Context: an optimization exercise on an open-source flow, tuned for small area. The choices shown serve that exercise and are no tape-out recipe.
In this exercise RTL edits were held to simulation tests only and were not proved equivalent to the original.

Setup of run 1:
==> flow/design.v <==
package inst_queue_pkg;
  localparam int INST_W   = 32;
  localparam int PC_W     = 32;
  localparam int IQ_DEPTH = 16;
  localparam int IQ_PTR_W = 4;
  typedef struct packed {
    logic [PC_W-1:0]   pc;
    logic [INST_W-1:0] inst;
  } iq_entry_t;
  function automatic logic [1:0] req_pops(input logic r_ena_1, input logic r_ena_2);
    req_pops = r_ena_1 ? (r_ena_2 ? 2'd2 : 2'd1) : 2'd0;
  endfunction
endpackage
module inst_queue_ram #(
  parameter int N = 8,
  parameter int W = 64
) (
  input  logic         clk,
  input  logic [N-1:0] we,
  input  logic [N-1:0] hold,    
  input  logic [W-1:0] wdata,
  input  logic [N-1:0] rsel,
  output logic [W-1:0] rdata
);
  logic [N-1:0][W-1:0] mem_q;
  always_ff @(posedge clk) begin
    for (int i = 0; i < N; i++)
      mem_q[i] <= ({W{we[i]}} & wdata) | ({W{hold[i]}} & mem_q[i]);
  end
  always_comb begin
    rdata = '0;
    for (int i = 0; i < N; i++)
      rdata = rdata | ({W{rsel[i]}} & mem_q[i]);
  end
endmodule
module inst_queue #(
  parameter int DEPTH = inst_queue_pkg::IQ_DEPTH,
  parameter int PTR_W = inst_queue_pkg::IQ_PTR_W
) (
  input  logic         clk,
  input  logic         rst,
  input  logic                              flush,
  input  logic                              w_ena_1,
  input  logic                              w_ena_2,
  input  logic [inst_queue_pkg::PC_W-1:0]   w_pc_1,
  input  logic [inst_queue_pkg::PC_W-1:0]   w_pc_2,
  input  logic [inst_queue_pkg::INST_W-1:0] w_inst_1,
  input  logic [inst_queue_pkg::INST_W-1:0] w_inst_2,
  input  logic                              r_ena_1,
  input  logic                              r_ena_2,
  output logic                              q_valid_1,
  output logic                              q_valid_2,
  output logic [inst_queue_pkg::PC_W-1:0]   q_pc_1,
  output logic [inst_queue_pkg::PC_W-1:0]   q_pc_2,
  output logic [inst_queue_pkg::INST_W-1:0] q_inst_1,
  output logic [inst_queue_pkg::INST_W-1:0] q_inst_2,
  output logic                              full,
  output logic                              empty,
  output logic [PTR_W:0]                    count
);
  localparam int W  = inst_queue_pkg::PC_W + inst_queue_pkg::INST_W;
  localparam int NB = DEPTH / 2;
  localparam logic [PTR_W:0] FULL_TH = (PTR_W+1)'(DEPTH - 2);
  logic [PTR_W-1:0] tail_q, tail_d;
  logic [PTR_W-1:0] tailn_q;    
  logic [PTR_W:0]   cnt_q,  cnt_d;
  logic             full_w, accept_w, clr_w;
  logic [1:0]       nw_w, nr_req_w, nr_w;
  assign full_w   = (cnt_q > FULL_TH);
  assign accept_w = ~full_w;
  assign clr_w    = rst | flush;
  assign nw_w     = accept_w ? ({1'b0, w_ena_1} + {1'b0, w_ena_2}) : 2'd0;
  assign nr_req_w = inst_queue_pkg::req_pops(r_ena_1, r_ena_2);
  assign nr_w     = ((PTR_W+1)'(nr_req_w) > cnt_q) ? cnt_q[1:0] : nr_req_w;
  always_comb begin
    tail_d = tail_q + (PTR_W)'(nw_w);
    cnt_d  = cnt_q + (PTR_W+1)'(nw_w) - (PTR_W+1)'(nr_w);
    if (clr_w) begin
      tail_d = '0;
      cnt_d  = '0;
    end
  end
  always_ff @(posedge clk) begin
    tail_q <= tail_d;
    tailn_q <= ~tail_d;
    cnt_q  <= cnt_d;
  end
  logic             we_a, we_b;
  logic [DEPTH-1:0] at_tail, at_tailn, we_w, hold_w;
  logic [NB-1:0]    we_e, we_o, hold_e, hold_o;
  logic [W-1:0]     wdata_e, wdata_o;
  assign we_a    = accept_w & (w_ena_1 | w_ena_2) & ~clr_w;
  assign we_b    = accept_w & w_ena_1 & w_ena_2 & ~clr_w;
  always_comb begin
    for (int p = 0; p < DEPTH; p++) begin
      at_tail[p]  = (tail_q == (PTR_W)'(p));
      at_tailn[p] = (tailn_q == (PTR_W)'(DEPTH-1-p));
    end
    for (int p = 0; p < DEPTH; p++) begin
      we_w[p]   =  ((we_a & at_tail[p])  | (we_b & at_tail[(p+DEPTH-1)%DEPTH]));
      hold_w[p] = ~((we_a & at_tailn[p]) | (we_b & at_tailn[(p+DEPTH-1)%DEPTH]));
    end
    for (int k = 0; k < NB; k++) begin
      we_e[k]   = we_w[2*k];
      we_o[k]   = we_w[2*k+1];
      hold_e[k] = hold_w[2*k];
      hold_o[k] = hold_w[2*k+1];
    end
  end
  assign wdata_e = ~((~tail_q[0] & w_ena_1) ? {w_pc_1, w_inst_1} : {w_pc_2, w_inst_2});
  assign wdata_o = ~(( tail_q[0] & w_ena_1) ? {w_pc_1, w_inst_1} : {w_pc_2, w_inst_2});
  logic             hodd_q, hodd_d;
  logic [NB-1:0]    rsel_e, rsel_o, rsel_e_d, rsel_o_d;
  logic [W-1:0]     rdata_e, rdata_o;
  always_comb begin
    hodd_d   = hodd_q;
    rsel_e_d = rsel_e;
    rsel_o_d = rsel_o;
    if (nr_w == 2'd2) begin
      rsel_e_d = {rsel_e[NB-2:0], rsel_e[NB-1]};
      rsel_o_d = {rsel_o[NB-2:0], rsel_o[NB-1]};
    end else if (nr_w == 2'd1) begin
      hodd_d = ~hodd_q;
      if (hodd_q) rsel_o_d = {rsel_o[NB-2:0], rsel_o[NB-1]};
      else        rsel_e_d = {rsel_e[NB-2:0], rsel_e[NB-1]};
    end
    if (clr_w) begin
      hodd_d   = 1'b0;
      rsel_e_d = (NB)'(1);
      rsel_o_d = (NB)'(1);
    end
  end
  always_ff @(posedge clk) begin
    hodd_q <= hodd_d;
    rsel_e <= rsel_e_d;
    rsel_o <= rsel_o_d;
  end
  inst_queue_ram #(.N(NB), .W(W)) u_bank_e (
    .clk(clk), .we(we_e), .hold(hold_e), .wdata(wdata_e), .rsel(rsel_e), .rdata(rdata_e)
  );
  inst_queue_ram #(.N(NB), .W(W)) u_bank_o (
    .clk(clk), .we(we_o), .hold(hold_o), .wdata(wdata_o), .rsel(rsel_o), .rdata(rdata_o)
  );
  logic sel1_e, sel1_o, sel2_e, sel2_o;
  logic [W-1:0] q1, q2;
  assign q_valid_1 = (cnt_q != '0);
  assign q_valid_2 = (cnt_q > (PTR_W+1)'(1));
  assign sel1_e = q_valid_1 & ~hodd_q;
  assign sel1_o = q_valid_1 &  hodd_q;
  assign sel2_e = q_valid_2 &  hodd_q;
  assign sel2_o = q_valid_2 & ~hodd_q;
  assign q1 = ({W{sel1_e}} & ~rdata_e) | ({W{sel1_o}} & ~rdata_o);
  assign q2 = ({W{sel2_e}} & ~rdata_e) | ({W{sel2_o}} & ~rdata_o);
  assign q_pc_1   = q1[W-1 -: inst_queue_pkg::PC_W];
  assign q_inst_1 = q1[inst_queue_pkg::INST_W-1:0];
  assign q_pc_2   = q2[W-1 -: inst_queue_pkg::PC_W];
  assign q_inst_2 = q2[inst_queue_pkg::INST_W-1:0];
  assign full     = full_w;
  assign empty    = (cnt_q == '0);
  assign count    = cnt_q;
endmodule
module inst_queue_top (
  input  logic        clk,
  input  logic        rst,
  input  logic        flush,
  input  logic        w_ena_1,
  input  logic        w_ena_2,
  input  logic [31:0] w_pc_1,
  input  logic [31:0] w_pc_2,
  input  logic [31:0] w_inst_1,
  input  logic [31:0] w_inst_2,
  input  logic        r_ena_1,
  input  logic        r_ena_2,
  output logic        q_valid_1,
  output logic        q_valid_2,
  output logic [31:0] q_pc_1,
  output logic [31:0] q_pc_2,
  output logic [31:0] q_inst_1,
  output logic [31:0] q_inst_2,
  output logic        full,
  output logic        empty,
  output logic [4:0]  count
);
  inst_queue #(
    .DEPTH (16),
    .PTR_W (4)
  ) u_iq (
    .clk       (clk),
    .rst       (rst),
    .flush     (flush),
    .w_ena_1   (w_ena_1),
    .w_ena_2   (w_ena_2),
    .w_pc_1    (w_pc_1),
    .w_pc_2    (w_pc_2),
    .w_inst_1  (w_inst_1),
    .w_inst_2  (w_inst_2),
    .r_ena_1   (r_ena_1),
    .r_ena_2   (r_ena_2),
    .q_valid_1 (q_valid_1),
    .q_valid_2 (q_valid_2),
    .q_pc_1    (q_pc_1),
    .q_pc_2    (q_pc_2),
    .q_inst_1  (q_inst_1),
    .q_inst_2  (q_inst_2),
    .full      (full),
    .empty     (empty),
    .count     (count)
  );
endmodule
clock: 6.0 ns
lec_check: 0
cap_margin: 0
core_margin: 2
core_utilization: 70
slew_margin: 0
standard.sh (not shown) runs the stock make flow with config.mk's settings and CLKGATE_MAP_FILE= SYNTH_SCRIPT=/design/flow/synth_recipe.tcl, a recipe that flattens the netlist after the stock synthesis.
==> flow/flow/run.sh <==
#!/bin/bash
# The standard layout (the standard.sh, standard synthesis unchanged), with two changes:
# port buffers use the smallest buffer cell, and CTS uses smaller clusters of clkbuf_8
# with no dummy loads.
set -euo pipefail
export BUFFER_PORTS_ARGS="-buffer_cell sky130_fd_sc_hd__buf_1"
export CTS_ARGS="-sink_clustering_enable -repair_clock_nets -dont_use_dummy_load -buf_list sky130_fd_sc_hd__clkbuf_8 -sink_clustering_size 14 -sink_clustering_max_diameter 60"
bash standard.sh finish > standard_flow.log 2>&1
Run 1 ran to completion and came out clean on the timing, design-rule and antenna checks.
diff inputs: run 1 => run 2
- CORE_UTILIZATION: 70 -> 75
--- outcome ---
Compared with run 1, run 2 shows detailed-route wire length that has gone down slightly. Relative area change from synthesis to final layout for run 2 is lower than for run 1. Result: PASS for each of run 1 and run 2. Compared to run 1, run 2 has timing-limited maximum frequency about 2% lower. Changes observed in run 2 relative to run 1: number of buffer and inverter instances along the worst setup path shrank by 1; number of antenna repair diodes decreased 4; count of max-cap constraint violations has remained practically unchanged.
[inputs] run 3 vs run 2
- swapping 75 for 70 in CORE_UTILIZATION
-- flow/flow/run.sh --
<<< run 2, line 7
export CTS_ARGS="-sink_clustering_enable -repair_clock_nets -dont_use_dummy_load -buf_list sky130_fd_sc_hd__clkbuf_8 -sink_clustering_size 14 -sink_clustering_max_diameter 60"
>>> run 3, line 7
export CTS_ARGS="-sink_clustering_enable -repair_clock_nets -dont_use_dummy_load -buf_list sky130_fd_sc_hd__clkbuf_8 -sink_clustering_size 18 -sink_clustering_max_diameter 60"
[run 3] total track usage fell 3.6 points relative to run 2
Against run 2, run 3 comes in 5.7 points lower on core utilization.
In the final reports, the cell area of run 3 is smaller than that of run 2.
The lower final cycle utilization of the critical path came out of run 3.
Sort run 3 and run 2 by detailed-routing iteration count for the pre-antenna-repair pass, descending, and run 2 comes first.

==> port drivers added, routing unchanged <==
The flow's constraints put no driver on any port. The routed layouts listed below were extracted and timed again, unchanged, in two steps.
Step 1: set_driving_cell puts a clkbuf_16 on clk and a buf_2 on each other input, an assumption about the parent block.
Step 2 times the ports against the registers' clock, not the clock port: input delays grow and output delays shrink by t, the midpoint of the rising clock arrivals with the driver on.
a / b / c = ideal / step 1 / step 2; a / b = the first two.
run	t, ns	setup slack, ns	worst setup path after step 2	worst register clock-pin slew, ns	pins driven straight from the clock port
run 1	0.758	1.128 / 1.067 / 1.591	input to register	0.10 / 0.10	1
run 2	0.776	1.029 / 0.961 / 1.409	input to register	0.10 / 0.10	1
run 3	0.760	1.126 / 1.062 / 1.585	input to register	0.12 / 0.12	1
After both steps setup and hold are still met in every run listed.
